What follows belongs to an exercise in optimizing a design on an open flow for small area; a production flow would make more cautious choices.
No run shown here included a check of the RTL's function; only the layout flow was run.
The flow treats the clock pin as an ideal source, which a real chip does not have.
No activity file was given, so power comes from the tool's default toggle rates.

### design/flow/config.mk
export PLATFORM = sky130hd
export DESIGN_NAME = mcm_chip
export DESIGN_NICKNAME = mcm_chip
export VERILOG_FILES = /design/flow/design.v
export SDC_FILE = /design/flow/constraint.sdc
export NUM_CORES = 4
export LEC_CHECK = 0
export CAP_MARGIN = 20
export CORE_MARGIN = 2
export CORE_UTILIZATION = 40
export SLEW_MARGIN = 20
export SYNTH_HIERARCHICAL = 1
### design/flow/constraint.sdc
create_clock -name core_clock -period 5.0 [get_ports {clk}]
set_input_delay 1.0000 -clock core_clock [delete_from_list [all_inputs] [get_ports {clk}]]
set_output_delay 1.0000 -clock core_clock [all_outputs]
set_load 0.01 [all_outputs]
### design/flow/design.v
package mcm_pkg;
	typedef enum logic [16-1:0] {
		CMD_NOP               = 16'd0,
		CMD_SET_QUAD_COUNT    = 16'd1,
		CMD_REQ_QUAD_COUNT    = 16'd2,
		CMD_SET_INTRPT_MASK   = 16'd3,
		CMD_REQ_INTRPT_STATUS = 16'd4,
		CMD_CLR_INTRPT        = 16'd5
	} spi_cmd_e;
	typedef struct packed {
		spi_cmd_e                    cmd;
		logic [8-1:0]  addr;
		logic [40-1:0]  data;
	} spi_frame_t;
	typedef enum logic [1:0] {
		SPI_IDLE,
		SPI_SHIFT,
		SPI_DONE
	} spi_state_e;
	typedef logic [32-1:0] quad_count_t;
	typedef struct packed {
		logic a;
		logic b;
	} quad_pins_t;
	typedef struct packed {
		logic ul;
		logic ll;
		logic index;
	} limit_pins_t;
	typedef logic [3-1:0] intrpt_status_t;
	typedef logic [4-1:0] slot_mask_t;
endpackage
`timescale 1ns/1ps
module quad_cnt_bit
(
	input  logic q_i,
	input  logic c_i,
	input  logic up_i,
	input  logic load_i,
	input  logic d_i,
	output logic d_o,
	output logic x_o,
	output logic c_o
);
	assign x_o = ~(q_i ^ up_i);
	assign c_o = c_i & x_o;
	assign d_o = load_i ? d_i : (q_i ^ c_i);
endmodule
`timescale 1ns/1ps
module mcm_top
(
	input  logic        clk,
	input  logic        rst_n_i,
	input  logic        spi_clk_i,
	input  logic        spi_scsn_i,
	input  logic        spi_mosi_i,
	output logic        spi_miso_o,
	input  logic [7:0]  quad_i,
	input  logic [11:0] limit_i,
	output logic [3:0]  intrpt_o
);
	logic [2:0]  pin_meta_q;
	logic [2:0]  pin_sync_q;
	logic [1:0]  pin_prev_q;
	logic        sclk_rise;
	logic        sclk_fall;
	logic        scsn_rise;
	logic        scsn_fall;
	logic        mosi_s;
	logic        shift_q;
	logic        done_q;
	logic        frame_start;
	logic [6:0]  bit_cnt_q;
	logic        lvl0_q;
	logic        lead_q;
	logic        hi_zero_q;
	logic [43:0] sr_q;
	logic        sr_shift;
	logic        tx_valid;
	logic        tx_bit;
	always_ff @(posedge clk or negedge rst_n_i)
	begin
		if (!rst_n_i)
		begin
			pin_meta_q <= 3'b010;
			pin_sync_q <= 3'b010;
			pin_prev_q <= 2'b10;
		end
		else
		begin
			pin_meta_q <= {spi_mosi_i, spi_scsn_i, spi_clk_i};
			pin_sync_q <= pin_meta_q;
			pin_prev_q <= pin_sync_q[1:0];
		end
	end
	assign sclk_rise = pin_sync_q[0] & ~pin_prev_q[0];
	assign sclk_fall = ~pin_sync_q[0] & pin_prev_q[0];
	assign scsn_rise = pin_sync_q[1] & ~pin_prev_q[1];
	assign scsn_fall = ~pin_sync_q[1] & pin_prev_q[1];
	assign mosi_s    = pin_sync_q[2];
	assign frame_start = scsn_fall & ~shift_q;
	always_ff @(posedge clk or negedge rst_n_i)
	begin
		if (!rst_n_i)
		begin
			shift_q <= 1'b0;
			done_q  <= 1'b0;
		end
		else
		begin
			shift_q <= shift_q ? ~scsn_rise : scsn_fall;
			done_q  <= shift_q & scsn_rise & (bit_cnt_q == 7'd64);
		end
	end
	always_ff @(posedge clk)
	begin
		if (frame_start)
			bit_cnt_q <= '0;
		else if (shift_q && sclk_rise && !scsn_rise && (bit_cnt_q != '1))
			bit_cnt_q <= bit_cnt_q + 1'b1;
	end
	logic        cmd_hi_zero;
	logic [2:0]  cmd_lo;
	logic [7:0]  addr;
	logic [31:0] data;
	logic        is_set_count;
	logic        is_req_count;
	logic        is_set_mask;
	logic        is_req_status;
	logic        is_clr;
	logic        req;
	logic [3:0]  slot_hit;
	assign cmd_hi_zero = hi_zero_q & ~lead_q;
	assign cmd_lo      = sr_q[43:41];
	assign addr        = sr_q[40:33];
	assign data        = sr_q[31:0];
	assign is_set_count  = cmd_hi_zero && (cmd_lo == 3'd1);
	assign is_req_count  = cmd_hi_zero && (cmd_lo == 3'd2);
	assign is_set_mask   = cmd_hi_zero && (cmd_lo == 3'd3);
	assign is_req_status = cmd_hi_zero && (cmd_lo == 3'd4);
	assign is_clr        = cmd_hi_zero && (cmd_lo == 3'd5);
	assign req           = done_q && (is_req_count || is_req_status);
	for (genvar s = 0; s < 4; s++)
	begin : g_hit
		assign slot_hit[s] = done_q && (addr == 8'(s));
	end
	logic         reply_c4_q;
	logic         reply_c2_q;
	logic         reply_in_range_q;
	logic [7:0]   reply_addr_q;
	logic [31:0]  reply_data_q;
	logic         reply_addr_ok;
	logic         reply_hi_ok;
	logic         reply_lo_ok;
	logic [127:0] counts;
	logic [11:0]  statuses;
	always_ff @(posedge clk or negedge rst_n_i)
	begin
		if (!rst_n_i)
		begin
			reply_c4_q <= 1'b0;
			reply_c2_q <= 1'b0;
		end
		else if (req)
		begin
			reply_c4_q <= is_req_status;
			reply_c2_q <= is_req_count;
		end
	end
	always_ff @(posedge clk)
	begin
		if (req)
		begin
			reply_in_range_q   <= (addr[7:2] == 6'd0);
			reply_addr_q       <= addr;
			reply_data_q[31:3] <= counts[32*addr[1:0]+3 +: 29];
			reply_data_q[2:0]  <= is_req_count ? counts[32*addr[1:0] +: 3] :
				statuses[3*addr[1:0] +: 3];
		end
	end
	assign reply_addr_ok = reply_c4_q | reply_c2_q;
	assign reply_hi_ok   = reply_c2_q & reply_in_range_q;
	assign reply_lo_ok   = reply_addr_ok & reply_in_range_q;
	assign sr_shift = shift_q && sclk_rise &&
		(((bit_cnt_q >= 7'd13) && (bit_cnt_q <= 7'd24)) || (bit_cnt_q >= 7'd32));
	always_ff @(posedge clk)
	begin
		if (frame_start)
		begin
			sr_q      <= {reply_c4_q, reply_c2_q, 1'b0,
				reply_addr_q & {8{reply_addr_ok}}, 1'b0,
				reply_data_q[31:3] & {29{reply_hi_ok}},
				reply_data_q[2:0] & {3{reply_lo_ok}}};
			lvl0_q    <= pin_sync_q[0];
			hi_zero_q <= 1'b1;
		end
		else
		begin
			if (sr_shift)
				sr_q <= {sr_q[42:0], mosi_s};
			if (shift_q && sclk_rise)
			begin
				if (bit_cnt_q == 7'd0)
					lead_q <= mosi_s;
				else if (bit_cnt_q[6])
					lead_q <= sr_q[43];
				if ((bit_cnt_q >= 7'd1) && (bit_cnt_q <= 7'd12) && mosi_s)
					hi_zero_q <= 1'b0;
			end
		end
	end
	always_comb
	begin
		if (!lvl0_q)
		begin
			tx_valid = ((bit_cnt_q >= 7'd13) && (bit_cnt_q <= 7'd23)) ||
				((bit_cnt_q >= 7'd32) && (bit_cnt_q <= 7'd63));
			tx_bit   = sr_q[43];
		end
		else
		begin
			tx_valid = ((bit_cnt_q >= 7'd12) && (bit_cnt_q <= 7'd22)) ||
				((bit_cnt_q >= 7'd31) && (bit_cnt_q <= 7'd62));
			tx_bit   = ((bit_cnt_q == 7'd12) || (bit_cnt_q == 7'd31)) ? sr_q[43] : sr_q[42];
		end
	end
	always_ff @(posedge clk or negedge rst_n_i)
	begin
		if (!rst_n_i)
			spi_miso_o <= 1'b0;
		else if (frame_start)
			spi_miso_o <= 1'b0;
		else if (shift_q && scsn_rise)
			spi_miso_o <= 1'b0;
		else if (shift_q && sclk_fall)
			spi_miso_o <= tx_valid & tx_bit;
	end
	for (genvar s = 0; s < 4; s++)
	begin : g_slot
		logic [1:0]  q_meta_q;
		logic [1:0]  q_sync_q;
		logic [1:0]  q_prev_q;
		logic        step_up;
		logic        step_dn;
		logic [31:0] count_q;
		logic [31:0] count_d;
		logic [31:0] x;
		logic [32:0] c;
		logic [3:0]  grp_all;
		always_ff @(posedge clk or negedge rst_n_i)
		begin
			if (!rst_n_i)
			begin
				q_meta_q <= '0;
				q_sync_q <= '0;
				q_prev_q <= '0;
			end
			else
			begin
				q_meta_q <= quad_i[2*s +: 2];
				q_sync_q <= q_meta_q;
				q_prev_q <= q_sync_q;
			end
		end
		always_comb
		begin
			step_up = 1'b0;
			step_dn = 1'b0;
			case ({q_prev_q, q_sync_q})
				4'b0010, 4'b1011, 4'b1101, 4'b0100: step_up = 1'b1;
				4'b0001, 4'b0111, 4'b1110, 4'b1000: step_dn = 1'b1;
				default: step_up = 1'b0;
			endcase
		end
		for (genvar g = 0; g < 4; g++)
		begin : g_grp
			assign grp_all[g] = &x[8*g +: 8];
		end
		assign c[0]  = step_up | step_dn;
		assign c[8]  = c[0] & grp_all[0];
		assign c[16] = c[0] & grp_all[0] & grp_all[1];
		assign c[24] = c[0] & grp_all[0] & grp_all[1] & grp_all[2];
		for (genvar i = 0; i < 32; i++)
		begin : g_bit
			logic c_next;
			quad_cnt_bit i_bit (
				.q_i    (count_q[i]),
				.c_i    (c[i]),
				.up_i   (step_up),
				.load_i (slot_hit[s] && is_set_count),
				.d_i    (data[i]),
				.d_o    (count_d[i]),
				.x_o    (x[i]),
				.c_o    (c_next)
			);
			if ((i % 8) != 7)
			begin : g_ripple
				assign c[i+1] = c_next;
			end
		end
		always_ff @(posedge clk or negedge rst_n_i)
		begin
			if (!rst_n_i)
				count_q <= '0;
			else
				count_q <= count_d;
		end
		assign counts[32*s +: 32] = count_q;
		logic [2:0] l_meta_q;
		logic [2:0] l_sync_q;
		logic [2:0] l_prev_q;
		logic [2:0] status_q;
		logic [2:0] mask_q;
		logic [2:0] mask_d;
		logic [2:0] clr;
		logic       intrpt_q;
		always_ff @(posedge clk or negedge rst_n_i)
		begin
			if (!rst_n_i)
			begin
				l_meta_q <= '0;
				l_sync_q <= '0;
				l_prev_q <= '0;
				status_q <= '0;
				mask_q   <= '0;
				intrpt_q <= 1'b0;
			end
			else
			begin
				l_meta_q <= {limit_i[3*s], limit_i[3*s+1], limit_i[3*s+2]};
				l_sync_q <= l_meta_q;
				l_prev_q <= l_sync_q;
				status_q <= (status_q & ~clr) | (l_sync_q & ~l_prev_q);
				mask_q   <= mask_d;
				intrpt_q <= |(status_q & ~clr & mask_d);
			end
		end
		assign clr    = (slot_hit[s] && is_clr) ? data[2:0] : 3'b000;
		assign mask_d = (slot_hit[s] && is_set_mask) ? data[2:0] : mask_q;
		assign statuses[3*s +: 3] = status_q;
		assign intrpt_o[s]        = intrpt_q;
	end
endmodule
`timescale 1ns/1ps
module mcm_chip (
	input  logic                               clk,
	input  logic                               rst_n_i,
	input  logic                               spi_clk_i,
	input  logic                               spi_scsn_i,
	input  logic                               spi_mosi_i,
	output logic                               spi_miso_o,
	input  logic [2*4-1:0]        quad_i,
	input  logic [3*4-1:0]        limit_i,
	output logic [4-1:0]          intrpt_o
);
	mcm_top i_mcm_top (
		.clk        (clk),
		.rst_n_i    (rst_n_i),
		.spi_clk_i  (spi_clk_i),
		.spi_scsn_i (spi_scsn_i),
		.spi_mosi_i (spi_mosi_i),
		.spi_miso_o (spi_miso_o),
		.quad_i     (quad_i),
		.limit_i    (limit_i),
		.intrpt_o   (intrpt_o)
	);
endmodule
### design/flow/run.sh
#!/bin/bash
# synth_recipe.tcl (not shown) runs the flow's synth.tcl, then flattens the netlist and writes it again
# the make line also repeats each setting of config.mk as NAME=value (left out here)
make -C /OpenROAD-flow-scripts/flow DESIGN_CONFIG=/design/flow/config.mk WORK_HOME=/design/flow/orfs CLKGATE_MAP_FILE= SYNTH_SCRIPT=/design/flow/synth_recipe.tcl finish
==> flow_summary.ini, run 1 <==
[timing]
worstMarginPinSlew_ns = 0.9106
maxSlewHeadroom_pct = 39.30
hold_viol_final = 0
final.setup.tns_ns = 0
setup_viol = 0
fin_ws_ns = 0.7663
fin_crit_sh_pct = 84.67
rsz0062_at_grt = no
fmax_mhz = 236.2
maxSlewViolCount = 0
final.min_clock_period_ns = 4.234
clock_skew_ns = 0.02998

[floorplan]
fp.dieW_um = 201.2
io_pins = 30
core_sq_um = 38560
die_y_um = 201.2
rows = 72
die-area_sq_um = 40500
start_util_pct = 40.36

[cts]
clockRootBuffer = clkbuf_16
cts_sinks = 324
insertion_delay_ns = 0.53
clkTransAtPathRegs_ns = 0.06
numCtsBuffers = 35
post_cts_buffers = 0
htreeDepth = 2
cts_tree = built
cts_resized = 0
holdBufCountCts = 0
cts_buffer_depth = 3

[critical_path]
worstPathMaxFanout = 13
crit_type = register to register
crit_path_start_kind = register
required_ns = 5.38
crit_arrival_ns = 4.62
endpoint_kind = register

[outcome]
status = no timing/DRC/antenna violations

[placement]
place_ws_ns = 0.7674
gp_congestion = 0.8458
dp_hpwl_mm = 22.81
io_buffers = 29

[routing]
drtIter0Drc = 723
num_vias = 9792
via_per_inst = 5.135
routed_wl_mm = 34.79
first_pass_iters = 4
drtAntennaViolNets = 0
drc_errors = 0
routedWlPerCell_um = 18.24

[global_route]
antenna_found_initial = 0
grt_max_degree = 114
grt.overflow.total = 0
grt_pass1_vias = 9865
grt_pass1_wl_mm = 56.97
grt_usage_pct = 17.75

[cells_and_area]
diodes = 0
utilization_pct = 45.97
layout-drive-gt1-share_pct = 10.80
syn_to_final_growth_pct = 13.90
nets = 1392

[yosys]
syn_nets = 1338
syn-cell-area_sq_um = 15560
netlist_instances = 1310
yosysWarningCount = 7
avgSynthCellArea_sq_um = 11.88

[min_path]
hold_path_class = register to register

[pwr]
leakage_nw = 6.541
p_per_area_nw_per_um2 = 413.1
ir_drop_uv = 262.9

[flow_run]
drv_cap = 0
worst max-delay path: stages, from the launching register on:
cell,delay [ns]
dfrtp_1,0.39
xor2_1,0.21
nor2_4,0.40
xnor2_1,0.19
nand4_1,0.13
nor3b_1,0.76
nand2_1,0.21
nor3_1,0.38
and2_1,0.22
and2_1,0.18
and2_1,0.17
and2_1,0.18
and2_1,0.17
and2_1,0.16
and2_1,0.15
xnor2_1,0.11
o21ai_0,0.08
final timing paths:
kind / cells past startpoint / startpoint / slack (ns) / endpoint
max: 16 / i_mcm_top.g_slot[2].q_sync_q[0]$_DFF_PN0_ / 0.77 / i_mcm_top.g_slot[2].count_q[31]$_DFF_PN0_
min: 0 / i_mcm_top.g_slot[0].l_meta_q[2]$_DFF_PN0_ / 0.35 / i_mcm_top.g_slot[0].l_sync_q[2]$_DFF_PN0_
max reg2reg: 16 / i_mcm_top.g_slot[2].q_sync_q[0]$_DFF_PN0_ / 0.77 / i_mcm_top.g_slot[2].count_q[31]$_DFF_PN0_
max in group asynchronous: 2 / rst_n_i / 3.38 / i_mcm_top.g_slot[1].count_q[29]$_DFF_PN0_
min in group asynchronous: 1 / rst_n_i / 0.55 / i_mcm_top.g_slot[2].l_sync_q[1]$_DFF_PN0_
min reg2reg: 0 / i_mcm_top.g_slot[0].l_meta_q[2]$_DFF_PN0_ / 0.35 / i_mcm_top.g_slot[0].l_sync_q[2]$_DFF_PN0_
per-stage QoR:
step | instances | power, W | hold slack (ns) | instance area [sq um]
2_1_floorplan | 1310 | 0.004351 | 0.3312 | 15560
3_3_place_gp | 1845 | 0.004712 | 0.3316 | 16550
3_5_place_dp | 1845 | 0.004734 | 0.3347 | 16550
4_1_cts | 1907 | 0.007401 | 0.3484 | 17730
5_1_grt | 1907 | 0.007700 | 0.3512 | 17730
6_report | 1907 | 0.007322 | 0.3463 | 17730
sequential cells by signal, indices dropped and copies added, names as in the netlist, 12 cells and up:
signal	flops
i_mcm_top.g_slot.l_sync_q	12
i_mcm_top.reply_data_q	32
i_mcm_top.g_slot.l_meta_q	12
i_mcm_top.g_slot.l_prev_q	12
i_mcm_top.g_slot.count_q	128
i_mcm_top.g_slot.mask_q	12
i_mcm_top.sr_q	44
i_mcm_top.g_slot.status_q	12
layout make-up:
class	count	area, sq um
flip-flops and latches	324	8487
clock buffers	51	1047
repair buffers	48	450.4
fillers	3571	20830
clock inverters	11	132.6
multi-input cells	928	6859
inverters	27	101.3
well taps	518	648.1
routing by layer:
| metal | GRT usage (%) | vias up | share of wire (%) |
|---|---|---|---|
| met5 | 0 | - | 0 |
| met4 | 4.622 | 0 | 2.1 |
| met3 | 2.786 | 52 | 4.1 |
| met2 | 28.35 | 184 | 46 |
| met1 | 25.38 | 4866 | 47 |
| li1 | - | 4690 | - |
cells in the final DEF, fill, tap and decap left out, drive strengths merged, types with 3 or more instances in the layout:
cell type        n
a22o            38
and3             4
nand4           34
inv             28
ha               3
nor3            10
buf             20
and2           118
clkbuf          51
dfrtp          226
nor3b            5
xor2             7
a32o             4
nand2          139
and4b            3
clkinv           6
o211ai           4
nor4bb           4
mux4            35
nand3b           6
mux2            12
xnor2          262
edfxtp          85
o21ai          157
nor2            32
dfstp            3
a21oi            7
mux2i            7
nand2b          11
dfxtp           10
bufinv           3
clkdlybuf4s50   28
where the power goes:
part           switching [W]  internal (W)  total, W
Clock                0.00103       0.00161   0.00264
Sequential          0.000389       0.00304   0.00343
Combinational       0.000562      0.000691   0.00125
Total                0.00198       0.00534   0.00732
==> run 2, diff against run 1 <==
--- a/design/flow/config.mk
+++ b/design/flow/config.mk
@@ -7,6 +7,10 @@
 export LEC_CHECK = 0
 export CAP_MARGIN = 20
 export CORE_MARGIN = 2
-export CORE_UTILIZATION = 40
+export CORE_UTILIZATION = 60
+export CTS_BUF_LIST = sky130_fd_sc_hd__clkbuf_8
+export CTS_CLUSTER_DIAMETER = 50
+export CTS_CLUSTER_SIZE = 18
+export HOLD_SLACK_MARGIN = 0
 export SLEW_MARGIN = 20
 export SYNTH_HIERARCHICAL = 1
==> run 2 against run 1 <==
Compared with the run above:
- still clean
- worst setup slack worse by 0.074 ns
- combinational power is essentially flat
- sequential cell count stayed put
- clock-buffer cell count down 14
- wire length decreased by 0.26%
- synthesized area stayed put
- sequential power is essentially flat
- synthesized cell count is the same
- core utilization rose by 22 points
- critical endpoint is now i_mcm_top.g_slot[3].count_q[31]$_DFF_PN0_
- largest power group unchanged
==> flow_summary.ini, run 2 <==
[pwr]
p_per_area_nw_per_um2 = 389.5
p_int_w = 0.004668
ir_drop_uv = 336.4
p_sw_w = 0.001996
clkPwrFrac_pct = 29.4
leakage_nw = 6.381
power_w = 0.006663
power_frac_seq_pct = 51.5
switching_share_pct = 29.95
power_frac_comb_pct = 19.1

[yosys]
yosysWarningCount = 7
syn_nets = 1338
avgSynthCellArea_sq_um = 11.88
netlist_instances = 1310
syn-cell-area_sq_um = 15560

[floorplan]
rows = 58
start_util_pct = 61.45
core_sq_um = 25330
io_pins = 30
die-area_sq_um = 27240
die_y_um = 165.1
fp.dieW_um = 165.1

[critical_path]
crit_arrival_ns = 4.72
crit_type = register to register
worstPathMaxFanout = 16
crit_path_start_kind = register
endpoint_kind = register
r2r_slack_ns = 0.69
required_ns = 5.41

[timing]
fmax_mhz = 232.1
rsz0062_at_grt = no
hold_viol_final = 0
worstMarginPinSlew_ns = 0.9647
hold_ws_ns = 0.3566
final.min_clock_period_ns = 4.308
fin_crit_sh_pct = 86.16
setup_viol = 0
clock_skew_ns = 0.03685
maxSlewViolCount = 0
maxSlewHeadroom_pct = 35.69
final.setup.tns_ns = 0

[global_route]
grt.overflow.total = 0
grt_usage_pct = 26.89
grt_pass1_wl_mm = 56.25
grt_pass1_vias = 10120
grt_max_degree = 119
antenna_found_initial = 0

[routing]
drt-met1-wl_mm = 16.67
wl_met3_mm = 1.645
num_vias = 9912
wl_met2_mm = 15.78
drc_errors = 0
routed_wl_mm = 34.70
drtIter0Drc = 696
via_per_inst = 5.763
routedWlPerCell_um = 20.18
first_pass_iters = 5
topRoutingLayerUsed = met4
drtAntennaViolNets = 0

[placement]
io_buffers = 29
dp_hpwl_mm = 22.70
placed_cell_area_sq_um = 16320
gp_congestion = 0.8406

[cells_and_area]
syn_to_final_growth_pct = 9.930
reg.largest.list = i_mcm_top.g_slot.count_q (128), i_mcm_top.sr_q (44), i_mcm_top.reply_data_q (32)
largest_register_ffs = 128
utilization_pct = 67.55
nets = 1393
diodes = 0
n_fill_cell = 1963
most-common-layout-cells = 262 x xnor2_1, 226 x dfrtp_1, 148 x o21ai_0, 138 x nand2_1, 118 x and2_1
top_register = i_mcm_top.g_slot.count_q
stdcell_area_sq_um = 17110
layout-drive-gt1-share_pct = 11.15
mostFrequentLayoutCell = xnor2_1

[cts]
clockRootBuffer = clkbuf_8
cts_buffer_depth = 3
cts_tree = built
numCtsBuffers = 35
htreeDepth = 2
clkTransAtPathRegs_ns = 0.10
insertion_delay_ns = 0.56
cts_sinks = 324
cts_resized = 0
post_cts_buffers = 0
holdBufCountCts = 0

[flow_run]
drv_cap = 0

[outcome]
status = no timing/DRC/antenna violations

[min_path]
hold_path_class = register to register
==> run 2: changes by cell type in the layout (fill, tap and decap cells not counted), sizes merged <==
cell / previous run / this run
clkinv: 6 / 7
buf: 20 / 21
clkinvlp: 1 / 3
inv: 28 / 38
bufinv: 3 / 4
clkbuf: 51 / 37
==> run 2: through the flow <==
step | std cells | worst slack, ns
floorplan | 1310 | 0.009846
global placement | 1658 | 0.8309
detailed placement | 1658 | 0.7946
CTS | 1720 | 0.7633
global route | 1720 | 0.5013
finish | 1720 | 0.6922
==> run 2: cell type report <==
type                       count  area, sq um  area share [%]
sequential                   324         8487           49.61
multi-input combinational    928         6859           40.09
clock buffer                  37        509.2           2.977
timing repair buffer          49        457.9           2.677
tap                          330        412.9           2.414
clock inverter                25        280.3           1.638
inverter                      27        101.3          0.5924
==> run 2: power by group through the flow <==
stage                     registers [W]  clock network (W)  logic (W)
after floorplan                 0.00334                  0    0.00101
after global placement          0.00347                  0    0.00123
after detailed placement        0.00348                  0    0.00126
after CTS                       0.00343            0.00201    0.00127
after global routing            0.00348            0.00210    0.00141
final                           0.00343            0.00196    0.00127
==> run 2: final timing paths <==
check | startpoint | endpoint | cells after the start
max in group asynchronous | rst_n_i | i_mcm_top.g_slot[1].count_q[15]$_DFF_PN0_ | 2
worst max register to register | i_mcm_top.g_slot[3].q_sync_q[0]$_DFF_PN0_ | i_mcm_top.g_slot[3].count_q[31]$_DFF_PN0_ | 16
worst max-delay path | i_mcm_top.g_slot[3].q_sync_q[0]$_DFF_PN0_ | i_mcm_top.g_slot[3].count_q[31]$_DFF_PN0_ | 16
worst min register to register | i_mcm_top.g_slot[3].l_meta_q[0]$_DFF_PN0_ | i_mcm_top.g_slot[3].l_sync_q[0]$_DFF_PN0_ | 0
worst min-delay path | i_mcm_top.g_slot[3].l_meta_q[0]$_DFF_PN0_ | i_mcm_top.g_slot[3].l_sync_q[0]$_DFF_PN0_ | 0
min in group asynchronous | rst_n_i | i_mcm_top.g_slot[0].q_meta_q[0]$_DFF_PN0_ | 1
==> run 2: metal layers <==
layer / track usage (%) / vias up
li1: - / 4668
met1: 40.76 / 4980
met2: 41.53 / 212
met3: 3.921 / 52
met4: 6.087 / 0
met5: 0 / -
==> run 2: worst max-delay path, cell delays in order (launching register included) <==
cell     delay [ns]
dfrtp_1        0.40
xor2_1         0.21
nor2_4         0.53
xnor2_1        0.24
nand4_1        0.16
or3_1          0.43
nor3_1         0.53
and2_1         0.24
and2_1         0.20
and2_1         0.17
and2_1         0.19
and2_1         0.18
and2_1         0.18
and2_1         0.17
and2_1         0.14
xnor2_1        0.11
o21ai_0        0.09
==> run 3, diff against run 2 <==
--- a/design/flow/config.mk
+++ b/design/flow/config.mk
@@ -8,9 +8,9 @@
 export CAP_MARGIN = 20
 export CORE_MARGIN = 2
 export CORE_UTILIZATION = 60
-export CTS_BUF_LIST = sky130_fd_sc_hd__clkbuf_8
-export CTS_CLUSTER_DIAMETER = 50
-export CTS_CLUSTER_SIZE = 18
+export CTS_BUF_LIST = sky130_fd_sc_hd__clkbuf_4 sky130_fd_sc_hd__clkbuf_8 sky130_fd_sc_hd__clkbuf_16
+export CTS_CLUSTER_DIAMETER = 60
+export CTS_CLUSTER_SIZE = 24
 export HOLD_SLACK_MARGIN = 0
 export SLEW_MARGIN = 20
 export SYNTH_HIERARCHICAL = 1
==> run 3 against run 2 <==
Compared with the run above:
- clock skew shrank 0.00078 ns
- die area stayed put
- sequential share of layout area is 0.95 points lower
- clock-buffer cell count unchanged
- worst setup slack got worse by 0.011 ns
- critical endpoint unchanged
- largest power group unchanged
==> flow_summary.ini, run 3 <==
[critical_path]
r2r_start = i_mcm_top.g_slot[3].q_sync_q[0]$_DFF_PN0_
cp_slowest_cell = nor2_4
max_stage_delay_ns = 0.53
crit_arrival_ns = 4.74
worstPathMaxFanout = 16
required_ns = 5.42
crit_type = register to register
crit_chain = xor2_1 > nor2_4 > xnor2_1 > nand4_1 > or3_1 > nor3_1 > and2_1 > and2_1 > and2_1 > and2_1 > and2_1 > and2_1 > and2_1 > and2_1 > xnor2_1 > o21ai_0
critPathLaunch = i_mcm_top.g_slot[3].q_sync_q[0]$_DFF_PN0_
crit_top_cell = and2_1
crit_path_start_kind = register
endpoint_kind = register

[floorplan]
core_sq_um = 25330
rows = 58
die_y_um = 165.1
die-area_sq_um = 27240
fp.dieW_um = 165.1
start_util_pct = 61.45
io_pins = 30

[cells_and_area]
stdcell_area_sq_um = 17440
reg.largest.list = i_mcm_top.g_slot.count_q (128), i_mcm_top.sr_q (44), i_mcm_top.reply_data_q (32)
nets = 1389
diodes = 0
syn_to_final_growth_pct = 12.08
mostFrequentLayoutCell = xnor2_1
layout-drive-gt1-share_pct = 11.18
top_register = i_mcm_top.g_slot.count_q
most-common-layout-cells = 262 x xnor2_1, 226 x dfrtp_1, 148 x o21ai_0, 138 x nand2_1, 118 x and2_1
largest_register_ffs = 128

[timing]
hold_viol_final = 0
maxSlewHeadroom_pct = 35.62
worstMarginPinSlew_ns = 0.9657
fin_crit_sh_pct = 86.38
clock_skew_ns = 0.03607
hold_ws_ns = 0.3525
setup_viol = 0
fmax_mhz = 231.5
final.setup.tns_ns = 0
rsz0062_at_grt = no
final.min_clock_period_ns = 4.319
maxSlewViolCount = 0

[cts]
htreeDepth = 1
clockRootBuffer = clkbuf_16
cts_resized = 0
insertion_delay_ns = 0.59
holdBufCountCts = 0
post_cts_buffers = 0
clkTransAtPathRegs_ns = 0.08
numCtsBuffers = 31
cts_sinks = 324
cts_tree = built
cts_buffer_depth = 3

[global_route]
grt_pass1_vias = 10080
grt_pass1_wl_mm = 56.42
grt_max_degree = 119
antenna_found_initial = 0
grt_usage_pct = 26.82
grt.overflow.total = 0

[routing]
drtAntennaViolNets = 0
drtIter0Drc = 656
routed_wl_mm = 34.91
via_per_inst = 5.819
drc_errors = 0
first_pass_iters = 5
routedWlPerCell_um = 20.34
num_vias = 9985

[placement]
gp_congestion = 0.8406
io_buffers = 29
placed_cell_area_sq_um = 16320
dp_hpwl_mm = 22.70

[yosys]
syn-cell-area_sq_um = 15560
yosysWarningCount = 7
syn_nets = 1338
netlist_instances = 1310
avgSynthCellArea_sq_um = 11.88

[pwr]
leakage_nw = 6.512
ir_drop_uv = 385.5
p_per_area_nw_per_um2 = 416.1

[flow_run]
drv_cap = 0

[min_path]
hold_path_class = register to register
hold_start = i_mcm_top.g_slot[3].l_meta_q[0]$_DFF_PN0_

[outcome]
status = no timing/DRC/antenna violations
-- run 3: area by class of cell --
cell class	count	area, sq um
Sequential cell	324	8487
Fill cell	1914	7884
Tap cell	330	412.9
Timing Repair Buffer	49	457.9
Inverter	27	101.3
Clock inverter	21	280.3
Clock buffer	37	844.6
Multi-Input combinational cell	928	6859
-- run 3: power breakdown --
part           internal (W)  switching [W]
Sequential          0.00304       0.000396
Combinational      0.000692       0.000583
Clock               0.00135        0.00120
-- run 3: final timing paths --
check / slack [ns] / endpoint / depth (start not counted)
max reg2reg: 0.68 / i_mcm_top.g_slot[3].count_q[31]$_DFF_PN0_ / 16
min reg2reg: 0.35 / i_mcm_top.g_slot[3].l_sync_q[0]$_DFF_PN0_ / 0
min: 0.35 / i_mcm_top.g_slot[3].l_sync_q[0]$_DFF_PN0_ / 0
min in group asynchronous: 0.54 / i_mcm_top.g_slot[0].count_q[29]$_DFF_PN0_ / 1
max: 0.68 / i_mcm_top.g_slot[3].count_q[31]$_DFF_PN0_ / 16
max in group asynchronous: 3.33 / i_mcm_top.g_slot[3].count_q[11]$_DFF_PN0_ / 2
-- run 3: worst max-delay path, delay by kind of cell, from the launching register on --
family	cells	cell delay, ns
flops	1	0.40
compound gates	1	0.09
simple gates	12	3.10
xor+xnor	3	0.56
-- run 3: per-layer routing --
| metal | GRT usage, % | part of all wire [%] | up-vias |
|---|---|---|---|
| met5 | 0 | 0 | - |
| met4 | 4.704 | 1.4 | 0 |
| met3 | 3.322 | 4.4 | 29 |
| met2 | 42.27 | 46 | 200 |
| met1 | 40.88 | 48 | 5086 |
| li1 | - | - | 4670 |
-- run 3: through the flow --
stage	setup WS, ns	std cells	power (W)	utilization (%)
finish	0.6811	1716	0.007258	68.87
global route	0.4907	1716	0.007575	68.87
CTS	0.7330	1716	0.007297	68.87
detailed placement	0.7946	1658	0.004740	64.43
global placement	0.8309	1658	0.004703	64.43
floorplan	0.009846	1310	0.004351	-
==> run 4, diff against run 3 <==
--- a/design/flow/design.v
+++ b/design/flow/design.v
@@ -31,7 +31,7 @@
 	typedef logic [4-1:0] slot_mask_t;
 endpackage
 `timescale 1ns/1ps
-module quad_cnt_bit
+module quad_cnt_bit_p
 (
 	input  logic q_i,
 	input  logic c_i,
@@ -40,11 +40,26 @@
 	input  logic d_i,
 	output logic d_o,
 	output logic x_o,
+	output logic c_n_o
+);
+	assign x_o   = ~(q_i ^ up_i);
+	assign c_n_o = ~(c_i & x_o);
+	assign d_o   = load_i ? d_i : (q_i ^ c_i);
+endmodule
+module quad_cnt_bit_n
+(
+	input  logic q_i,
+	input  logic c_n_i,
+	input  logic up_i,
+	input  logic load_i,
+	input  logic d_i,
+	output logic d_o,
+	output logic x_n_o,
 	output logic c_o
 );
-	assign x_o = ~(q_i ^ up_i);
-	assign c_o = c_i & x_o;
-	assign d_o = load_i ? d_i : (q_i ^ c_i);
+	assign x_n_o = q_i ^ up_i;
+	assign c_o   = ~(c_n_i | x_n_o);
+	assign d_o   = load_i ? d_i : ~(q_i ^ c_n_i);
 endmodule
 `timescale 1ns/1ps
 module mcm_top
@@ -247,6 +262,8 @@
 		logic [31:0] x;
 		logic [32:0] c;
 		logic [3:0]  grp_all;
+		logic        load;
+		assign load = slot_hit[s] && is_set_count;
 		always_ff @(posedge clk or negedge rst_n_i)
 		begin
 			if (!rst_n_i)
@@ -280,22 +297,35 @@
 		assign c[8]  = c[0] & grp_all[0];
 		assign c[16] = c[0] & grp_all[0] & grp_all[1];
 		assign c[24] = c[0] & grp_all[0] & grp_all[1] & grp_all[2];
-		for (genvar i = 0; i < 32; i++)
+		for (genvar i = 0; i < 32; i += 2)
 		begin : g_bit
+			logic c_n_next;
 			logic c_next;
-			quad_cnt_bit i_bit (
+			logic x_n;
+			quad_cnt_bit_p i_even (
 				.q_i    (count_q[i]),
 				.c_i    (c[i]),
 				.up_i   (step_up),
-				.load_i (slot_hit[s] && is_set_count),
+				.load_i (load),
 				.d_i    (data[i]),
 				.d_o    (count_d[i]),
 				.x_o    (x[i]),
+				.c_n_o  (c_n_next)
+			);
+			quad_cnt_bit_n i_odd (
+				.q_i    (count_q[i+1]),
+				.c_n_i  (c_n_next),
+				.up_i   (step_up),
+				.load_i (load),
+				.d_i    (data[i+1]),
+				.d_o    (count_d[i+1]),
+				.x_n_o  (x_n),
 				.c_o    (c_next)
 			);
-			if ((i % 8) != 7)
+			assign x[i+1] = ~x_n;
+			if ((i % 8) != 6)
 			begin : g_ripple
-				assign c[i+1] = c_next;
+				assign c[i+2] = c_next;
 			end
 		end
 		always_ff @(posedge clk or negedge rst_n_i)
==> design/flow/flow/run.sh (new file) <==
#!/bin/bash
# standard layout, full log kept here
bash standard.sh > standard.log 2>&1
==> design/flow/standard.sh (new file) <==
#!/bin/bash
# synth_recipe.tcl (not shown) runs the flow's synth.tcl, then flattens the netlist and writes it again
# the make line also repeats each setting of config.mk as NAME=value (left out here)
make -C /OpenROAD-flow-scripts/flow DESIGN_CONFIG=/design/flow/config.mk WORK_HOME=/design/flow/orfs CLKGATE_MAP_FILE= SYNTH_SCRIPT=/design/flow/synth_recipe.tcl "${@:-finish}"
==> design/flow/config.mk (replaced) <==
export PLATFORM = sky130hd
export DESIGN_NAME = mcm_chip
export DESIGN_NICKNAME = mcm_chip
export VERILOG_FILES = /design/flow/design.v
export SDC_FILE = /design/flow/constraint.sdc
export NUM_CORES = 4
export LEC_CHECK = 0
export CAP_MARGIN = 20
export CORE_MARGIN = 2
export CORE_UTILIZATION = 60
export CTS_BUF_LIST = sky130_fd_sc_hd__clkbuf_8
export CTS_CLUSTER_DIAMETER = 50
export CTS_CLUSTER_SIZE = 18
export HOLD_SLACK_MARGIN = 0
export SLEW_MARGIN = 20
export SYNTH_HIERARCHICAL = 1
removed: design/flow/run.sh
==> run 4 against run 3 <==
Compared with the run above:
- combinational power shrank 4%
- hold slack lost 0.0017 ns
- synthesized cell count grew 0.53%
- core utilization shrank 1.5 points
- fmax grew 7.0%
- die area shrank 0.74%
- first-iteration DRC count grew 25%
- clock skew shrank 0.0061 ns
- critical path depth grew 1
- sequential cell count is the same
- highest routed layer unchanged
- sequential power is essentially flat
- register-to-register slack gained 0.28 ns
==> flow_summary.ini, run 4 <==
[outcome]
status = no timing/DRC/antenna violations

[cts]
htreeDepth = 2
insertion_delay_ns = 0.56
cts_sinks = 324
cts_buffer_depth = 3
cts_resized = 0
clkTransAtPathRegs_ns = 0.10
cts_tree = built
numCtsBuffers = 36
holdBufCountCts = 0
clockRootBuffer = clkbuf_8
post_cts_buffers = 0

[pwr]
switching_share_pct = 29.88
clkPwrFrac_pct = 29.4
leakage_nw = 6.795
power_frac_comb_pct = 18.6
ir_drop_uv = 332.4
p_sw_w = 0.001972
p_per_area_nw_per_um2 = 387.7
power_frac_seq_pct = 51.9
p_int_w = 0.004627

[timing]
fmax_mhz = 247.8
setup_viol = 0
maxSlewViolCount = 0
maxSlewHeadroom_pct = 36.98
rsz0062_at_grt = no
final.setup.tns_ns = 0
hold_viol_final = 0
fin_crit_sh_pct = 80.70
clock_skew_ns = 0.03001
worstMarginPinSlew_ns = 0.9453
hold_ws_ns = 0.3507
final.min_clock_period_ns = 4.035

[yosys]
syn-cell-area_sq_um = 15440
netlist_instances = 1317
avgSynthCellArea_sq_um = 11.73
yosysWarningCount = 7
syn_nets = 1345

[cells_and_area]
largest_register_ffs = 128
reg.largest.list = i_mcm_top.g_slot.count_q (128), i_mcm_top.sr_q (44), i_mcm_top.reply_data_q (32)
mostFrequentLayoutCell = dfrtp_1
top_register = i_mcm_top.g_slot.count_q
layout-drive-gt1-share_pct = 11.32
diodes = 0
syn_to_final_growth_pct = 10.22
stdcell_area_sq_um = 17020
nets = 1400
most-common-layout-cells = 226 x dfrtp_1, 201 x nand2_1, 138 x xnor2_1, 132 x xor2_1, 128 x o21ai_1
utilization_pct = 67.41

[critical_path]
endpoint_kind = register
timing.rr.end = i_mcm_top.g_slot[0].count_q[31]$_DFF_PN0_
required_ns = 5.40
r2r_slack_ns = 0.96
worstPathMaxFanout = 26
rr_worst_depth = 17
crit_type = register to register
crit_path_start_kind = register
r2r_start = i_mcm_top.g_slot[0].q_sync_q[0]$_DFF_PN0_
crit_arrival_ns = 4.43

[floorplan]
start_util_pct = 61.16
io_pins = 30
rows = 58
die-area_sq_um = 27040
fp.dieW_um = 164.4
core_sq_um = 25250
die_y_um = 164.4

[min_path]
worstHoldPathCells = 0
hold_path_class = register to register
min_to = i_mcm_top.g_slot[0].l_sync_q[2]$_DFF_PN0_
hold_start = i_mcm_top.g_slot[0].l_meta_q[2]$_DFF_PN0_

[placement]
io_buffers = 29
gp_congestion = 0.8618
placed_cell_area_sq_um = 16230
dp_hpwl_mm = 22.19

[global_route]
grt_pass1_vias = 9719
grt_max_degree = 98
grt.overflow.total = 0
antenna_found_initial = 0
grt_usage_pct = 25.71
grt_pass1_wl_mm = 53.90

[routing]
routedWlPerCell_um = 18.95
first_pass_iters = 5
drtIter0Drc = 823
num_vias = 9970
drc_errors = 0
routed_wl_mm = 32.70
drtAntennaViolNets = 0
via_per_inst = 5.776

[flow_run]
drv_cap = 0
==> run 4: how the worst max path moves through the flow <==
stage                                              start                                         to  slack, ns  depth (start not counted)
2_1_floorplan  i_mcm_top.g_slot[0].q_sync_q[0]$_DFF_PN0_  i_mcm_top.g_slot[0].count_q[31]$_DFF_PN0_       0.31                         16
3_3_place_gp   i_mcm_top.g_slot[1].q_sync_q[0]$_DFF_PN0_  i_mcm_top.g_slot[1].count_q[31]$_DFF_PN0_       1.20                         16
3_5_place_dp   i_mcm_top.g_slot[0].q_sync_q[0]$_DFF_PN0_  i_mcm_top.g_slot[0].count_q[31]$_DFF_PN0_       1.00                         17
4_1_cts        i_mcm_top.g_slot[0].q_sync_q[0]$_DFF_PN0_  i_mcm_top.g_slot[0].count_q[31]$_DFF_PN0_       0.96                         17
5_1_grt        i_mcm_top.g_slot[0].q_sync_q[0]$_DFF_PN0_  i_mcm_top.g_slot[0].count_q[31]$_DFF_PN0_       0.62                         17
6_report       i_mcm_top.g_slot[0].q_sync_q[0]$_DFF_PN0_  i_mcm_top.g_slot[0].count_q[31]$_DFF_PN0_       0.96                         17
==> run 4: power by group through the flow <==
| stage | clock, W | combinational [W] | sequential, W |
|---|---|---|---|
| after floorplan | 0 | 0.00100 | 0.00333 |
| after global placement | 0 | 0.00119 | 0.00347 |
| after detailed placement | 0 | 0.00123 | 0.00347 |
| after CTS | 0.00200 | 0.00124 | 0.00342 |
| after global routing | 0.00211 | 0.00137 | 0.00347 |
| final | 0.00194 | 0.00123 | 0.00343 |
==> run 4: layer usage <==
layer / wire length [um] / vias to the layer above / GRT usage, %
met2: 14190 / 238 / 36.84
met4: 547 / 0 / 6.443
li1: - / 4723 / -
met1: 16090 / 4964 / 41.56
met3: 1870 / 45 / 3.516
met5: 0 / - / 0
==> run 4: per-stage QoR <==
step                      power, W  setup WS (ns)  std cells
after floorplan           0.004336         0.3111       1317
after global placement    0.004660          1.201       1664
after detailed placement  0.004705          1.001       1664
after CTS                 0.006657         0.9627       1726
after global routing      0.006952         0.6175       1726
final                     0.006600         0.9649       1726
==> run 4: cell type report <==
type                    instances  area (sq um)
inverters                      17         63.81
multi-input cells             946          6825
flip-flops and latches        324          8487
clock inverters                22         241.5
fillers                      1934          8230
clock buffers                  40         550.5
well taps                     330         412.9
repair buffers                 47         442.9
==> run 4: critical path, cell delays in order (launching register included) <==
cell      delay, ns
dfrtp_1        0.40
xor2_1         0.21
nor2_4         0.26
buf_4          0.45
xnor2_1        0.20
nor4bb_1       0.37
and3_1         0.29
and3_1         0.26
and3_1         0.21
nand2_1        0.09
nor2_1         0.19
nand2_1        0.12
nor2_1         0.19
nand2_1        0.12
nor2_1         0.18
nand2_1        0.09
xor2_1         0.14
o21ai_1        0.08
==> run 5, diff against run 4 <==
==> design/flow/flow/run.sh (replaced) <==
#!/bin/bash
# Standard layout with three changes: small port buffers, no CTS dummy
# loads, and a power (area) recovery pass after CTS. make's output goes to
# standard.log; each ORFS step keeps its own log under orfs/logs.
set -euo pipefail
here=$(pwd)
export BUFFER_PORTS_ARGS="-buffer_cell sky130_fd_sc_hd__buf_1"
export CTS_ARGS="-sink_clustering_enable -repair_clock_nets -dont_use_dummy_load -buf_list sky130_fd_sc_hd__clkbuf_8 -sink_clustering_size 18 -sink_clustering_max_diameter 50"
export POST_CTS_TCL="$here/flow/post_cts.tcl"
bash standard.sh > standard.log 2>&1
==> design/flow/flow/post_cts.tcl (new file) <==
# after CTS and its timing repair: size down cells that have slack to spare
puts "post_cts: recovering area on paths with slack"
estimate_parasitics -placement
repair_timing -recover_power 100 -verbose
detailed_placement
check_placement -verbose
report_design_area
==> run 5 against run 4 <==
Compared with the run above:
- still clean on timing, DRC and antenna
- synthesized cell count unchanged
- clock power down 25%
- wire length down 2.4%
- register-to-register slack better by 0.14 ns
- final cell count down 1.3%
- synthesized area unchanged
- sequential power about the same
- total power down 8.0%
- core utilization down 1.9 points
- largest power group unchanged
- highest routed layer unchanged
==> flow_summary.ini, run 5 <==
[yosys]
syn-cell-area_sq_um = 15440
yosysWarningCount = 7
netlist_instances = 1317
avgSynthCellArea_sq_um = 11.73
syn_nets = 1345

[global_route]
grt.overflow.total = 0
grt_pass1_wl_mm = 52.08
antenna_found_initial = 0
grt_max_degree = 116
grt_pass1_vias = 9634
grt_usage_pct = 24.76

[routing]
routed_wl_mm = 31.92
routedWlPerCell_um = 18.73
first_pass_iters = 5
via_per_inst = 5.739
drc_errors = 0
drtAntennaViolNets = 0
drtIter0Drc = 856
num_vias = 9779

[cts]
cts_sinks = 324
clkTransAtPathRegs_ns = 0.09
insertion_delay_ns = 0.55
cts_tree = built

[floorplan]
io_pins = 30
die-area_sq_um = 27040
start_util_pct = 61.16
rows = 58
core_sq_um = 25250
fp.dieW_um = 164.4
die_y_um = 164.4

[outcome]
status = no timing/DRC/antenna violations

[critical_path]
crit_arrival_ns = 4.30
required_ns = 5.40
crit_family = simple AND/OR/NAND/NOR gates
r2r_slack_ns = 1.10
max_stage_delay_ns = 0.41
worstPathMaxFanout = 21
critPathBufInv = 1
crit_top_cell = nand2_1
cp_slowest_cell = buf_4
crit_type = register to register
crit_path_start_kind = register
crit_chain = xor2_1 > nor2_4 > buf_4 > xnor2_1 > nor4bb_1 > and3_1 > and3_1 > and3_1 > nand2_1 > nor2_1 > nand2_1 > nor2_1 > nand2_1 > nor2_1 > nand2_1 > xor2_1 > o21ai_1
endpoint_kind = register

[cells_and_area]
largest_register_ffs = 128
syn_to_final_growth_pct = 7.040
mostFrequentLayoutCell = dfrtp_1
top_register = i_mcm_top.g_slot.count_q
most-common-layout-cells = 226 x dfrtp_1, 201 x nand2_1, 152 x o21ai_0, 138 x xnor2_1, 132 x xor2_1
multi_input_area_sq_um = 6733
seq_area_sq_um = 8487
reg.largest.list = i_mcm_top.g_slot.count_q (128), i_mcm_top.sr_q (44), i_mcm_top.reply_data_q (32)
n_fill_cell = 1918
nets = 1404
layout-drive-gt1-share_pct = 9.170
diodes = 0

[min_path]
hold_path_class = register to register

[placement]
io_buffers = 29
gp_congestion = 0.8492
dp_hpwl_mm = 21.53

[pwr]
leakage_nw = 6.497
ir_drop_uv = 297.3
p_per_area_nw_per_um2 = 367.1

[timing]
final.min_clock_period_ns = 3.898
setup_viol = 0
maxSlewHeadroom_pct = 27.01
fmax_mhz = 256.5
worstMarginPinSlew_ns = 1.095
maxSlewViolCount = 0
fin_crit_sh_pct = 77.97
hold_viol_final = 0
rsz0062_at_grt = no
final.setup.tns_ns = 0
hold_ws_ns = 0.3400
clock_skew_ns = 0.05061

[flow_run]
drv_cap = 0
-- run 5: layout make-up --
cell class / instances / area share (%)
repair buffers: 52 / 2.142
clock buffers: 35 / 2.914
flip-flops and latches: 324 / 51.34
multi-input cells: 946 / 40.73
inverters: 17 / 0.3860
well taps: 330 / 2.498
-- run 5: metrics by stage --
stage / power [W] / instance area [sq um] / utilization (%) / std cells / setup slack [ns]
after global routing: 0.006394 / 16530 / 65.46 / 1704 / 0.7371
after global placement: 0.004640 / 16050 / 63.54 / 1664 / 1.258
final: 0.006069 / 16530 / 65.46 / 1704 / 1.102
after detailed placement: 0.004679 / 16050 / 63.54 / 1664 / 1.162
after floorplan: 0.004336 / 15440 / - / 1317 / 0.3111
-- run 5: final timing paths --
| check | depth (start not counted) | to | start |
|---|---|---|---|
| setup / recovery | 17 | i_mcm_top.g_slot[0].count_q[31]$_DFF_PN0_ | i_mcm_top.g_slot[0].q_sync_q[0]$_DFF_PN0_ |
| hold / removal | 0 | i_mcm_top.pin_sync_q[0]$_DFF_PN0_ | i_mcm_top.pin_meta_q[0]$_DFF_PN0_ |
| setup reg to reg | 17 | i_mcm_top.g_slot[0].count_q[31]$_DFF_PN0_ | i_mcm_top.g_slot[0].q_sync_q[0]$_DFF_PN0_ |
| hold reg to reg | 0 | i_mcm_top.pin_sync_q[0]$_DFF_PN0_ | i_mcm_top.pin_meta_q[0]$_DFF_PN0_ |
| max in group asynchronous | 3 | i_mcm_top.g_slot[3].count_q[3]$_DFF_PN0_ | rst_n_i |
| min in group asynchronous | 1 | i_mcm_top.g_slot[2].count_q[31]$_DFF_PN0_ | rst_n_i |
-- run 5: routing by layer --
metal | GRT usage (%) | wire length (um) | vias up
li1 | - | - | 4701
met5 | 0 | 0 | -
met2 | 36.80 | 14060 | 212
met3 | 3.164 | 1469 | 51
met1 | 39.06 | 15770 | 4815
met4 | 5.968 | 616 | 0
-- run 5: where the power goes --
group,switching (W),total (W),internal [W]
Clock,0.000835,0.00146,0.000626
Combinational,0.000555,0.00119,0.000633
Sequential,0.000386,0.00342,0.00303
==> run 6, diff against run 5 <==
==> design/flow/flow/run.sh (replaced) <==
#!/bin/bash
# Standard layout with three changes: small port buffers, no CTS dummy
# loads, and a power (area) recovery pass after CTS. make's output goes to
# standard.log; each ORFS step keeps its own log under orfs/logs.
set -euo pipefail
here=$(pwd)
export BUFFER_PORTS_ARGS="-buffer_cell sky130_fd_sc_hd__buf_1"
export CTS_ARGS="-sink_clustering_enable -repair_clock_nets -dont_use_dummy_load -buf_list sky130_fd_sc_hd__clkbuf_4 -sink_clustering_size 12 -sink_clustering_max_diameter 40"
export POST_CTS_TCL="$here/flow/post_cts.tcl"
bash standard.sh > standard.log 2>&1
--- a/design/flow/config.mk
+++ b/design/flow/config.mk
@@ -8,9 +8,6 @@
 export CAP_MARGIN = 20
 export CORE_MARGIN = 2
 export CORE_UTILIZATION = 60
-export CTS_BUF_LIST = sky130_fd_sc_hd__clkbuf_8
-export CTS_CLUSTER_DIAMETER = 50
-export CTS_CLUSTER_SIZE = 18
 export HOLD_SLACK_MARGIN = 0
 export SLEW_MARGIN = 20
 export SYNTH_HIERARCHICAL = 1
==> run 6 against run 5 <==
Compared with the run above:
- clock-buffer cell count increased by 11
- sequential cell count unchanged
- still clean on timing, DRC and antenna
- final cell count increased by 0.65%
- hold slack got worse by 0.0072 ns
- sequential power about the same
- sequential share of layout area increased by 0.51 points
- register-to-register slack about the same
- via count increased by 0.80%
- core utilization decreased by 0.64 points
- total power decreased by 3.6%
- combinational power about the same
- wire length increased by 0.28%
==> flow_summary.ini, run 6 <==
[critical_path]
crit_family = simple AND/OR/NAND/NOR gates
cp_slowest_cell = dfrtp_1
required_ns = 5.52
crit_path_start_kind = register
crit_arrival_ns = 4.43
crit_top_cell = nand2_1
crit_chain = xor2_1 > nor2_4 > buf_4 > xnor2_1 > nor4bb_1 > and3_1 > and3_1 > and3_1 > nand2_1 > nor2_1 > nand2_1 > nor2_1 > nand2_1 > nor2_1 > nand2_1 > xor2_1 > o21ai_1
critPathBufInv = 1
crit_type = register to register
max_stage_delay_ns = 0.41
worstPathMaxFanout = 21
endpoint_kind = register

[routing]
routed_wl_mm = 32.01
drc_errors = 0
first_pass_iters = 8
routedWlPerCell_um = 18.66
drtIter0Drc = 845
drtAntennaViolNets = 0
num_vias = 9857
via_per_inst = 5.748

[global_route]
grt_usage_pct = 24.86
met1_usage_pct = 38.88
grt_pass1_wl_mm = 52.34
grt.busiest_layer = met1
grt_pass1_vias = 9689
grt_use_met3_pct = 3.792
grt_max_degree = 116
antenna_found_initial = 1
grt.overflow.total = 0
grtUsageMet2_pct = 36.99

[cells_and_area]
largest_register_ffs = 128
mostFrequentLayoutCell = dfrtp_1
nets = 1414
stdcell_area_sq_um = 16370
syn_to_final_growth_pct = 5.995
n_fill_cell = 1938
utilization_pct = 64.82
top_register = i_mcm_top.g_slot.count_q
layout-drive-gt1-share_pct = 9.827
reg.largest.list = i_mcm_top.g_slot.count_q (128), i_mcm_top.sr_q (44), i_mcm_top.reply_data_q (32)
most-common-layout-cells = 226 x dfrtp_1, 201 x nand2_1, 151 x o21ai_0, 138 x xnor2_1, 132 x xor2_1

[yosys]
syn_nets = 1345
avgSynthCellArea_sq_um = 11.73
yosysWarningCount = 7
syn-cell-area_sq_um = 15440
netlist_instances = 1317

[timing]
maxSlewHeadroom_pct = 27.05
hold_ws_ns = 0.3328
worstMarginPinSlew_ns = 1.094
final.setup.tns_ns = 0
rsz0062_at_grt = no
fmax_mhz = 255.9
final.min_clock_period_ns = 3.907
clock_skew_ns = 0.05714
fin_crit_sh_pct = 78.15
maxSlewViolCount = 0
fin_ws_ns = 1.093
setup_viol = 0
hold_viol_final = 0

[pwr]
p_int_w = 0.004084
power_frac_comb_pct = 20.3
clkPwrFrac_pct = 21.3
p_per_area_nw_per_um2 = 357.5
leakage_nw = 6.445
switching_share_pct = 30.22
power_frac_seq_pct = 58.5
p_sw_w = 0.001769
ir_drop_uv = 269.7

[floorplan]
fp.dieW_um = 164.4
io_pins = 30
die_y_um = 164.4
start_util_pct = 61.16
core_sq_um = 25250
die-area_sq_um = 27040
rows = 58

[outcome]
status = no timing/DRC/antenna violations

[cts]
clkTransAtPathRegs_ns = 0.12
cts_sinks = 324
insertion_delay_ns = 0.68
cts_tree = built

[placement]
placed_cell_area_sq_um = 16050
io_buffers = 29
place_ws_ns = 1.162
gp_congestion = 0.8492
dp_hpwl_mm = 21.53

[min_path]
hold_path_class = register to register

[flow_run]
drv_cap = 0
==> run 6: through the flow <==
stage	instances	power (W)
2_1_floorplan	1317	0.004336
3_3_place_gp	1664	0.004640
3_5_place_dp	1664	0.004679
5_1_grt	1715	0.006191
6_report	1715	0.005853
==> run 6: layer usage <==
metal,share of wire [%],routed length [um],vias up
li1,-,-,4736
met1,49,15770,4860
met2,44,14110,201
met3,4.8,1529,60
met4,1.9,593,0
met5,0,0,-
==> run 6: final cells by class <==
type	count	area, sq um	area share (%)
Sequential cell	324	8487	51.84
Antenna cell	1	2.502	0.01529
Timing Repair Buffer	51	326.6	1.995
Clock buffer	46	345.3	2.109
Multi-Input combinational cell	946	6733	41.13
Tap cell	330	412.9	2.522
Inverter	17	63.81	0.3898
==> run 6: worst paths after layout <==
path                                                              to  slack, ns                                 startpoint  cells past startpoint
setup / recovery           i_mcm_top.g_slot[0].count_q[31]$_DFF_PN0_       1.09  i_mcm_top.g_slot[0].q_sync_q[0]$_DFF_PN0_                     17
setup reg to reg           i_mcm_top.g_slot[0].count_q[31]$_DFF_PN0_       1.09  i_mcm_top.g_slot[0].q_sync_q[0]$_DFF_PN0_                     17
max in group asynchronous  i_mcm_top.g_slot[2].count_q[12]$_DFF_PN0_       3.18                                    rst_n_i                      2
hold / removal                     i_mcm_top.pin_sync_q[2]$_DFF_PN0_       0.33          i_mcm_top.pin_meta_q[2]$_DFF_PN0_                      0
min in group asynchronous          i_mcm_top.pin_sync_q[0]$_DFF_PN0_       0.38                                    rst_n_i                      1
hold reg to reg                    i_mcm_top.pin_sync_q[2]$_DFF_PN0_       0.33          i_mcm_top.pin_meta_q[2]$_DFF_PN0_                      0
==> run 6: power by group through the flow <==
stage                     clock network [W]  registers [W]  logic [W]
after floorplan                           0        0.00333    0.00100
after global placement                    0        0.00346    0.00118
after detailed placement                  0        0.00346    0.00122
after global routing                0.00140        0.00346    0.00133
final                               0.00124        0.00342    0.00119
==> run 6: worst register-to-register path, delay by kind of cell (launching register included) <==
kind / cells / cell delay [ns]
AOI/OAI and AO/OA: 1 / 0.07
DFF: 1 / 0.41
xor gates and xnor gates: 3 / 0.55
buffers and inverters: 1 / 0.41
and+or+nand+nor: 12 / 2.32
==> run 7, diff against run 6 <==
--- a/design/flow/design.v
+++ b/design/flow/design.v
@@ -62,6 +62,15 @@
 	assign d_o   = load_i ? d_i : ~(q_i ^ c_n_i);
 endmodule
 `timescale 1ns/1ps
+module reply_sel_bit
+(
+	input  logic [3:0] sel_i,
+	input  logic [3:0] bit_i,
+	output logic       bit_o
+);
+	assign bit_o = |(sel_i & bit_i);
+endmodule
+`timescale 1ns/1ps
 module mcm_top
 (
 	input  logic        clk,
@@ -188,11 +197,26 @@
 		begin
 			reply_in_range_q   <= (addr[7:2] == 6'd0);
 			reply_addr_q       <= addr;
-			reply_data_q[31:3] <= counts[32*addr[1:0]+3 +: 29];
-			reply_data_q[2:0]  <= is_req_count ? counts[32*addr[1:0] +: 3] :
+			reply_data_q[31:3] <= count_sel[31:3];
+			reply_data_q[2:0]  <= is_req_count ? count_sel[2:0] :
 				statuses[3*addr[1:0] +: 3];
 		end
 	end
+	logic [3:0]  slot_sel;
+	logic [31:0] count_sel;
+	for (genvar s = 0; s < 4; s++)
+	begin : g_sel
+		assign slot_sel[s] = (addr[1:0] == 2'(s));
+	end
+	for (genvar i = 3; i < 32; i++)
+	begin : g_count_sel
+		reply_sel_bit i_sel (
+			.sel_i (slot_sel),
+			.bit_i ({counts[96+i], counts[64+i], counts[32+i], counts[i]}),
+			.bit_o (count_sel[i])
+		);
+	end
+	assign count_sel[2:0] = counts[32*addr[1:0] +: 3];
 	assign reply_addr_ok = reply_c4_q | reply_c2_q;
 	assign reply_hi_ok   = reply_c2_q & reply_in_range_q;
 	assign reply_lo_ok   = reply_addr_ok & reply_in_range_q;
@@ -254,49 +278,47 @@
 	begin : g_slot
 		logic [1:0]  q_meta_q;
 		logic [1:0]  q_sync_q;
-		logic [1:0]  q_prev_q;
+		logic        step_up_d;
+		logic        step_dn_d;
 		logic        step_up;
 		logic        step_dn;
 		logic [31:0] count_q;
 		logic [31:0] count_d;
 		logic [31:0] x;
 		logic [32:0] c;
-		logic [3:0]  grp_all;
+		logic        lo_all;
 		logic        load;
 		assign load = slot_hit[s] && is_set_count;
+		always_comb
+		begin
+			step_up_d = 1'b0;
+			step_dn_d = 1'b0;
+			case ({q_sync_q, q_meta_q})
+				4'b0010, 4'b1011, 4'b1101, 4'b0100: step_up_d = 1'b1;
+				4'b0001, 4'b0111, 4'b1110, 4'b1000: step_dn_d = 1'b1;
+				default: step_up_d = 1'b0;
+			endcase
+		end
 		always_ff @(posedge clk or negedge rst_n_i)
 		begin
 			if (!rst_n_i)
 			begin
 				q_meta_q <= '0;
 				q_sync_q <= '0;
-				q_prev_q <= '0;
+				step_up  <= 1'b0;
+				step_dn  <= 1'b0;
 			end
 			else
 			begin
 				q_meta_q <= quad_i[2*s +: 2];
 				q_sync_q <= q_meta_q;
-				q_prev_q <= q_sync_q;
+				step_up  <= step_up_d;
+				step_dn  <= step_dn_d;
 			end
 		end
-		always_comb
-		begin
-			step_up = 1'b0;
-			step_dn = 1'b0;
-			case ({q_prev_q, q_sync_q})
-				4'b0010, 4'b1011, 4'b1101, 4'b0100: step_up = 1'b1;
-				4'b0001, 4'b0111, 4'b1110, 4'b1000: step_dn = 1'b1;
-				default: step_up = 1'b0;
-			endcase
-		end
-		for (genvar g = 0; g < 4; g++)
-		begin : g_grp
-			assign grp_all[g] = &x[8*g +: 8];
-		end
+		assign lo_all = &x[15:0];
 		assign c[0]  = step_up | step_dn;
-		assign c[8]  = c[0] & grp_all[0];
-		assign c[16] = c[0] & grp_all[0] & grp_all[1];
-		assign c[24] = c[0] & grp_all[0] & grp_all[1] & grp_all[2];
+		assign c[16] = c[0] & lo_all;
 		for (genvar i = 0; i < 32; i += 2)
 		begin : g_bit
 			logic c_n_next;
@@ -323,7 +345,7 @@
 				.c_o    (c_next)
 			);
 			assign x[i+1] = ~x_n;
-			if ((i % 8) != 6)
+			if ((i % 16) != 14)
 			begin : g_ripple
 				assign c[i+2] = c_next;
 			end
==> run 7 against run 6 <==
Compared with the run above:
- clock skew grew 0.039 ns
- clock power grew 3%
- synthesized area shrank 2.4%
- final cell count grew 3.4%
- hold slack lost 0.063 ns
- global-route usage grew 2.1 points
- sequential cell count is the same
- synthesized cell count grew 2.8%
- non-clock buffer count grew 8
- via count grew 4.7%
- sequential share of layout area grew 0.66 points
==> flow_summary.ini, run 7 <==
[placement]
io_buffers = 29
place_inst = 1718
gp_congestion = 0.8551
dp_hpwl_mm = 22.80

[cells_and_area]
utilization_pct = 64.98
reg.largest.list = i_mcm_top.g_slot.count_q (128), i_mcm_top.sr_q (44), i_mcm_top.reply_data_q (32)
mostFrequentLayoutCell = nand2_1
n_fill_cell = 2035
syn_to_final_growth_pct = 7.278
layout-drive-gt1-share_pct = 8.039
largest_register_ffs = 128
nets = 1473
top_register = i_mcm_top.g_slot.count_q
most-common-layout-cells = 236 x nand2_1, 222 x dfrtp_1, 137 x o21ai_0, 136 x xnor2_1, 129 x xor2_1
stdcell_count = 1774

[timing]
worstMarginPinSlew_ns = 0.9592
hold_ws_ns = 0.2701
final.setup.tns_ns = 0
maxSlewViolCount = 0
setup_viol = 0
clock_skew_ns = 0.09662
maxSlewHeadroom_pct = 35.62
fmax_mhz = 219.6
rsz0062_at_grt = no
fin_crit_sh_pct = 91.07
hold_viol_final = 0
final.min_clock_period_ns = 4.553

[critical_path]
critPathLaunch = i_mcm_top.g_slot[0].step_up$_DFF_PN0_
crit_path_start_kind = register
cp_slowest_cell = dfrtp_2
r2r_start = i_mcm_top.g_slot[0].step_up$_DFF_PN0_
timing.rr.end = i_mcm_top.g_slot[0].count_q[31]$_DFF_PN0_
rr_worst_depth = 21
required_ns = 5.59
worstPathMaxFanout = 18
crit_arrival_ns = 5.14
crit_type = register to register
endpoint_kind = register
r2r_slack_ns = 0.45
max_stage_delay_ns = 0.73
crit_chain = xnor2_1 > nor4bb_1 > nand3_1 > nor2_1 > nand2_1 > nor2_1 > nand2_1 > nor2_1 > nand2_1 > nor2_1 > nand2_1 > nor2_1 > nand2_1 > nor2_1 > nand2_1 > nor2_1 > nand2_1 > nor2_1 > nand2_1 > xor2_1 > o21ai_0

[routing]
drtIter0Drc = 944
num_vias = 10320
drc_errors = 0
drtAntennaViolNets = 0
routedWlPerCell_um = 19.41
via_per_inst = 5.819
first_pass_iters = 5
routed_wl_mm = 34.43

[yosys]
syn-cell-area_sq_um = 15080
yosysWarningCount = 7
syn_nets = 1382
netlist_instances = 1354
avgSynthCellArea_sq_um = 11.14

[min_path]
hold_path_class = input pin to async pin

[global_route]
grt_max_degree = 100
grt_pass1_wl_mm = 55.63
grt_pass1_vias = 10270
antenna_found_initial = 1
grt_usage_pct = 26.98
grt.overflow.total = 0

[flow_run]
drv_cap = 0

[cts]
cts_tree = built
cts_sinks = 324
clkTransAtPathRegs_ns = 0.10
insertion_delay_ns = 0.70

[floorplan]
die-area_sq_um = 26410
rows = 58
die_y_um = 162.5
core_sq_um = 24890
start_util_pct = 60.57
io_pins = 30
fp.dieW_um = 162.5

[pwr]
leakage_nw = 6.495
p_per_area_nw_per_um2 = 364.1
ir_drop_uv = 300.8

[outcome]
status = no timing/DRC/antenna violations
-- run 7: final cells by class --
type                            instances  area, sq um  share of cell area (%)
Sequential cell                       324         8492                   52.50
Inverter                               23        86.33                  0.5338
Timing Repair Buffer                   59        412.9                   2.553
Clock buffer                           48        360.3                   2.228
Tap cell                              330        412.9                   2.553
Antenna cell                            1        2.502                 0.01547
Multi-Input combinational cell        989         6407                   39.61
-- run 7: worst max-delay path by stage --
| stage | endpoint | slack, ns |
|---|---|---|
| 2_1_floorplan | i_mcm_top.g_slot[2].count_q[0]$_DFF_PN0_ | 0.61 |
| 3_3_place_gp | i_mcm_top.g_slot[0].count_q[31]$_DFF_PN0_ | 0.53 |
| 3_5_place_dp | i_mcm_top.g_slot[0].count_q[31]$_DFF_PN0_ | 0.52 |
| 5_1_grt | i_mcm_top.g_slot[0].count_q[31]$_DFF_PN0_ | 0.04 |
| 6_report | i_mcm_top.g_slot[0].count_q[31]$_DFF_PN0_ | 0.45 |
-- run 7: per-stage QoR --
stage | instance area (sq um) | total power, W | setup WS, ns
after global routing | 16170 | 0.006218 | 0.03628
final | 16170 | 0.005889 | 0.4465
after floorplan | 15080 | 0.004302 | 0.6103
after global placement | 15720 | 0.004641 | 0.5261
after detailed placement | 15720 | 0.004678 | 0.5217
-- run 7: report_power, final --
group          internal (W)  total [W]  leakage [nW]  switching [W]
clock network      0.000440    0.00128         0.221       0.000841
registers           0.00304    0.00345          3.81       0.000409
logic              0.000583    0.00116          2.47       0.000578
total               0.00406    0.00589          6.50        0.00183
-- run 7: metal layers --
metal	GRT usage, %	up-vias	routed length [um]
met5	0	-	0
met4	7.080	0	642
met3	4.023	54	1693
li1	-	4870	-
met1	39.94	5132	16340
met2	42.22	267	15750
-- run 7: critical path: cells and delay by family, from the launching register on --
family / cells / cell delay, ns
XOR/XNOR: 2 / 0.34
flip-flops: 1 / 0.73
AO/OA/AOI/OAI: 1 / 0.16
AND/OR/NAND/NOR: 18 / 3.25

static timing again, ports no longer ideal:
In the flow no input, the clock included, has a driving cell. The finished layouts below were timed again as built, in two steps.
Step 1 (the two cells are an assumption about what drives the block):
set clk [get_ports {clk}]
set_driving_cell -lib_cell sky130_fd_sc_hd__clkbuf_16 $clk
set_driving_cell -lib_cell sky130_fd_sc_hd__buf_2 [delete_from_list [all_inputs] $clk]
Step 2, shift: input delay + t, output delay - t, t = (earliest + latest rising clock arrival at the registers) / 2. This alone moves slack from input paths to output paths.
Three values: ideal, step 1, step 2; two values: the first two.
run | shift t [ns] | setup WS [ns] | hold WS [ns] | clock arrival spread, ns | pins driven straight from the clock port
run 1 | 0.564 | 0.766 / 0.766 / 0.766 | 0.346 / 0.346 / 0.346 | 0.031 / 0.030 | 1
run 2 | 0.587 | 0.692 / 0.692 / 0.692 | 0.357 / 0.357 / 0.357 | 0.038 / 0.037 | 1
run 3 | 0.623 | 0.681 / 0.681 / 0.681 | 0.352 / 0.352 / 0.352 | 0.040 / 0.040 | 1
run 4 | 0.588 | 0.965 / 0.965 / 0.965 | 0.351 / 0.351 / 0.351 | 0.032 / 0.032 | 1
run 5 | 0.565 | 1.102 / 1.102 / 1.102 | 0.340 / 0.340 / 0.340 | 0.050 / 0.051 | 1
run 6 | 0.698 | 1.093 / 1.093 / 1.093 | 0.333 / 0.333 / 0.333 | 0.059 / 0.059 | 1
run 7 | 0.703 | 0.447 / 0.447 / 0.447 | 0.270 / 0.246 / 0.327 | 0.097 / 0.097 | 1
After both steps setup and hold are still met in every run listed.
